This is an optimization exercise on Yosys and OpenROAD, whose aim is small area, a short achievable clock period and few clock cycles per item, not a production implementation. The RTL was checked by simulation tests, not by an equivalence proof against the original design. Power and IR drop assume default switching activity.

==> flow/design.v <==
package iwo_pkg;
  localparam int TABLE_SEGMENTS = 36;
  localparam int TABLE_DEPTH    = TABLE_SEGMENTS + 1;
  localparam int SAMPLE_BITS    = 14;
  localparam int FRAC_BITS   = 8;
  localparam int FRAC_ONE    = 1 << FRAC_BITS;
  localparam int PHASE_LIMIT = TABLE_SEGMENTS * FRAC_ONE;
  localparam int PHASE_W     = $clog2(PHASE_LIMIT);
  localparam int PINT_W      = PHASE_W - FRAC_BITS;
  localparam int IDX_W       = $clog2(TABLE_DEPTH);
  localparam int OP_W          = 1;
  localparam int ENTRY_IDX_W   = 6;
  localparam int ENTRY_VAL_W   = 14;
  localparam int INC_W         = 8;
  localparam int DAC_W         = 16;
  localparam logic [DAC_W-1:0] DAC_MASK = 16'hFFC0;
  localparam int WGT_W = FRAC_BITS + 1;
  localparam int SUM_W = SAMPLE_BITS + WGT_W;
  localparam int CFG_ADDR_W = 2;
  localparam int CFG_DATA_W = 32;
  localparam logic [CFG_ADDR_W-1:0] REG_PHASE_INC = 2'd0;
  typedef enum logic [OP_W-1:0] {
    OP_LOAD = 1'b0,
    OP_STEP = 1'b1
  } op_t;
endpackage
module interpolating_wavetable_oscillator (
  input  logic                   clk,
  input  logic                   rst_n,
  input  logic                   in_valid,
  output logic                   in_stall,
  input  logic [iwo_pkg::OP_W-1:0]        in_operation,
  input  logic [iwo_pkg::ENTRY_IDX_W-1:0] in_entry_index,
  input  logic [iwo_pkg::ENTRY_VAL_W-1:0] in_entry_value,
  output logic                   out_valid,
  input  logic                   out_stall,
  output logic [iwo_pkg::DAC_W-1:0]       out_dac_word,
  input  logic                   psel,
  input  logic                   penable,
  input  logic                   pwrite,
  input  logic [iwo_pkg::CFG_ADDR_W-1:0]  paddr,
  input  logic [iwo_pkg::CFG_DATA_W-1:0]  pwdata,
  output logic [iwo_pkg::CFG_DATA_W-1:0]  prdata,
  output logic                   pready
);
  localparam int SEGS = iwo_pkg::TABLE_SEGMENTS;    
  localparam int DEPTH = iwo_pkg::TABLE_DEPTH;      
  localparam int SB = iwo_pkg::SAMPLE_BITS;         
  localparam int FB = iwo_pkg::FRAC_BITS;           
  localparam int IW = iwo_pkg::INC_W;               
  localparam int EIW = iwo_pkg::ENTRY_IDX_W;        
  localparam int CDW = iwo_pkg::CFG_DATA_W;         
  localparam int OW = 10;                           
  logic go;
  logic [IW-1:0] inc_r;
  logic          cfg_wr;
  assign cfg_wr = psel && penable && pwrite && paddr == iwo_pkg::REG_PHASE_INC;
  assign pready = 1'b1;
  assign prdata = (paddr == iwo_pkg::REG_PHASE_INC) ? CDW'(inc_r) : '0;
  always_ff @(posedge clk) begin
    if (!rst_n) inc_r <= '0;
    else if (cfg_wr) inc_r <= pwdata[IW-1:0];
  end
  logic [SB-1:0] tab [DEPTH];
  logic [5:0]    k_r;         
  logic [FB-1:0] f_r;         
  logic [SB-1:0] lo_r, hi_r;  
  logic          v2_r;        
  logic          acc, stepx, loadx, adv, wrap;
  logic [FB:0]   f_sum;
  logic [SB-1:0] rd;          
  assign in_stall = !go;
  assign acc   = go && in_valid;
  assign stepx = acc && in_operation[0];
  assign loadx = acc && !in_operation[0];
  assign f_sum = {1'b0, f_r} + (FB + 1)'(inc_r);
  assign adv   = stepx && f_sum[FB];
  assign wrap  = (k_r == 6'(SEGS - 1));
  always_comb begin
    rd = '0;
    for (int j = 0; j < SEGS; j++) begin
      rd = rd | (tab[(j == SEGS - 1) ? 1 : j + 2] & {SB{k_r == 6'(j)}});
    end
  end
  always_ff @(posedge clk) begin
    if (!rst_n) begin
      k_r <= '0;
      f_r <= '0;
    end else begin
      if (stepx) f_r <= f_sum[FB-1:0];
      if (adv) k_r <= wrap ? 6'd0 : k_r + 6'd1;
    end
  end
  logic [DEPTH-1:0] we;
  logic [7:0]       wlo;
  logic [4:0]       whi;
  always_comb begin
    for (int a = 0; a < 8; a++) wlo[a] = (in_entry_index[2:0] == 3'(a));
    for (int b = 0; b < 5; b++) whi[b] = loadx && (in_entry_index[5:3] == 3'(b));
    for (int j = 0; j < DEPTH; j++) we[j] = wlo[j % 8] && whi[j / 8];
  end
  always_ff @(posedge clk) begin
    for (int j = 0; j < DEPTH; j++) begin
      if (we[j]) tab[j] <= in_entry_value;
    end
  end
  always_ff @(posedge clk) begin
    if (adv) begin
      lo_r <= wrap ? tab[0] : hi_r;
      hi_r <= rd;
    end else if (loadx) begin
      if (in_entry_index == k_r) lo_r <= in_entry_value;
      if (in_entry_index == k_r + 6'd1) hi_r <= in_entry_value;
    end
  end
  always_ff @(posedge clk) begin
    if (!rst_n) v2_r <= 1'b0;
    else if (go) v2_r <= in_valid && in_operation[0];
  end
  localparam int SW = 22;
  logic [SW-1:0] row [9];
  logic [SW-1:0] l1 [6];
  logic [SW-1:0] l2 [4];
  logic [SW-1:0] l3 [3];
  logic [SW-1:0] l4 [2];
  always_comb begin
    for (int j = 0; j < FB; j++) row[j] = SW'(f_r[j] ? hi_r : lo_r) << j;
    row[8] = SW'(lo_r);
    for (int j = 0; j < 3; j++) begin
      l1[2*j] = row[3*j] ^ row[3*j+1] ^ row[3*j+2];
      l1[2*j+1] = ((row[3*j] & row[3*j+1]) | (row[3*j] & row[3*j+2]) | (row[3*j+1] & row[3*j+2])) << 1;
    end
    for (int j = 0; j < 2; j++) begin
      l2[2*j] = l1[3*j] ^ l1[3*j+1] ^ l1[3*j+2];
      l2[2*j+1] = ((l1[3*j] & l1[3*j+1]) | (l1[3*j] & l1[3*j+2]) | (l1[3*j+1] & l1[3*j+2])) << 1;
    end
    l3[0] = l2[0] ^ l2[1] ^ l2[2];
    l3[1] = ((l2[0] & l2[1]) | (l2[0] & l2[2]) | (l2[1] & l2[2])) << 1;
    l3[2] = l2[3];
    l4[0] = l3[0] ^ l3[1] ^ l3[2];
    l4[1] = ((l3[0] & l3[1]) | (l3[0] & l3[2]) | (l3[1] & l3[2])) << 1;
  end
  logic          v3_r;
  logic [SW-1:0] ps_r, pc_r;
  logic [SW-1:0] s;
  logic [OW-1:0] r;
  always_ff @(posedge clk) begin
    if (!rst_n) v3_r <= 1'b0;
    else if (go) v3_r <= v2_r;
  end
  always_ff @(posedge clk) begin
    if (go && v2_r) begin
      ps_r <= l4[0];
      pc_r <= l4[1];
    end
  end
  assign s = ps_r + pc_r;
  assign r = s[21:12];
  logic          ov_r;
  logic [OW-1:0] o_r;
  assign go = !(ov_r && out_stall);
  always_ff @(posedge clk) begin
    if (!rst_n) ov_r <= 1'b0;
    else if (go) ov_r <= v3_r;
  end
  always_ff @(posedge clk) begin
    if (go && v3_r) o_r <= r;
  end
  assign out_valid    = ov_r;
  assign out_dac_word = {o_r, 6'd0};
endmodule
==> flow/config.mk <==
export PLATFORM = sky130hd
export DESIGN_NAME = interpolating_wavetable_oscillator
export DESIGN_NICKNAME = interpolating_wavetable_oscillator
export VERILOG_FILES = /design/flow/design.v
export SDC_FILE = /design/flow/constraint.sdc
export NUM_CORES = 4
export LEC_CHECK = 0
export ABC_CLOCK_PERIOD_IN_PS = 3000
export CAP_MARGIN = 20
export CORE_MARGIN = 2
export CORE_UTILIZATION = 65
export CTS_BUF_LIST = sky130_fd_sc_hd__clkbuf_8
export CTS_CLUSTER_DIAMETER = 60
export CTS_CLUSTER_SIZE = 16
export SETUP_SLACK_MARGIN = 3.8
export SLEW_MARGIN = 20
==> flow/constraint.sdc <==
create_clock -name core_clock -period 7.0 [get_ports {clk}]
set_input_delay 1.4000 -clock core_clock [delete_from_list [all_inputs] [get_ports {clk}]]
set_output_delay 1.4000 -clock core_clock [all_outputs]
set_load 0.01 [all_outputs]
standard.sh (not shown) runs the stock make flow with config.mk's settings and CLKGATE_MAP_FILE= SYNTH_SCRIPT=/design/flow/synth_recipe.tcl, a recipe that flattens the netlist after the stock synthesis.
==> flow/flow/run.sh <==
#!/bin/bash
# Layout flow: the standard synthesis, then each configuration read-data bit
# (prdata[7:0]) is rebuilt as one gate of its own (see patch_prdata.py), then the standard flow's
# standard layout from floorplan to finish, with plain buffers (buf_2) as the port
# buffers. Each step's full output goes to a log file here.
set -euo pipefail
R=orfs/results/sky130hd/interpolating_wavetable_oscillator/base
bash standard.sh synth > log_synth.txt 2>&1
python3 flow/patch_prdata.py $R/1_2_yosys.v > log_patch.txt 2>&1
touch $R/1_2_yosys.v
bash standard.sh BUFFER_PORTS_ARGS="-buffer_cell sky130_fd_sc_hd__buf_2" finish > log_layout.txt 2>&1
Other scripts of this flow, unchanged in this note and not shown: flow/flow/patch_prdata.py
The starting point completed without violations.
Testbench counts at the start, summed over its fixed seeds: cycles 4,416, items 4,096.
Change:
CORE_UTILIZATION = 72   (was 65)
After rerunning:
- The changed run completed without violations
- via count increases by 1.4%
- utilization is higher by 7.7 points
- die area goes down by 9.5%
- cell count is lower by 1.8%
- routed wire length shrinks by 2.3%
- setup slack got worse by 0.032 ns
- final area goes down by 0.44%
- first-iteration DRC count went down by 12%
- count of clock-buffer cells in the layout is unchanged
Change:
CORE_UTILIZATION = 55   (was 72)
=>
- The changed run went through all stages and came out clean
- total power came out higher by 2.0%
- final area came out higher by 1.4%
- global-route usage came out lower by 7.2 points
Change:
==> flow/flow/run.sh (replaced) <==
#!/bin/bash
# Layout flow: the standard synthesis, then each configuration read-data bit
# (prdata[7:0]) is rebuilt as one gate of its own (see patch_prdata.py), then the standard flow's
# standard layout from floorplan to finish. Each step's full output goes to a log here.
set -euo pipefail
R=orfs/results/sky130hd/interpolating_wavetable_oscillator/base
bash standard.sh synth > log_synth.txt 2>&1
python3 flow/patch_prdata.py $R/1_2_yosys.v > log_patch.txt 2>&1
touch $R/1_2_yosys.v
bash standard.sh > log_layout.txt 2>&1
CORE_UTILIZATION = 65   (was 55)
=>
- The changed run ran to the end with no violations
- total power hardly moves
- worst hold slack is about the same
- routed wire length drops by about 4%
- setup slack degrades by 0.013 ns
- sequential share of layout area drops by 0.17 points
- via count is higher by 2.0%
- die area goes down by 15%
- maximum frequency goes down by about 0.4%
- design area stays flat
- clock-buffer cell count is unchanged

what the ideal ports hide:
Ports are ideal in the flow. The routed layouts listed here were re-timed in OpenROAD. Step 1: set_driving_cell puts a clkbuf_16 on clk and a buf_2 on each other input, an assumption about the parent block. Step 2 adds t to the input delays and takes it off the output delays; t is the mean of the earliest and latest rising clock arrival at the registers after step 1. Input paths then give back, and output paths get back, about the clock's delay inside the block. a / b / c = ideal ports / drivers / drivers and shift; a / b = the first two.
run	t (ns)	setup WS [ns]	worst setup path at the end	clock arrival spread, ns	slew at the worst register clock pin (ns)
the first run	0.722	3.743 / 3.653 / 3.095	input to register	0.055 / 0.055	0.10 / 0.10
the second run	0.708	3.710 / 3.676 / 3.033	input to register	0.057 / 0.057	0.10 / 0.10
the third run	0.726	3.746 / 3.651 / 3.133	input to register	0.065 / 0.065	0.10 / 0.10
the fourth run	0.714	3.733 / 3.640 / 3.141	input to register	0.070 / 0.070	0.11 / 0.11
After both steps setup and hold are still met in every run listed. For the second run, which loses most, drivers alone change the setup slack by -0.034 ns; drivers and shift together by -0.677 ns.
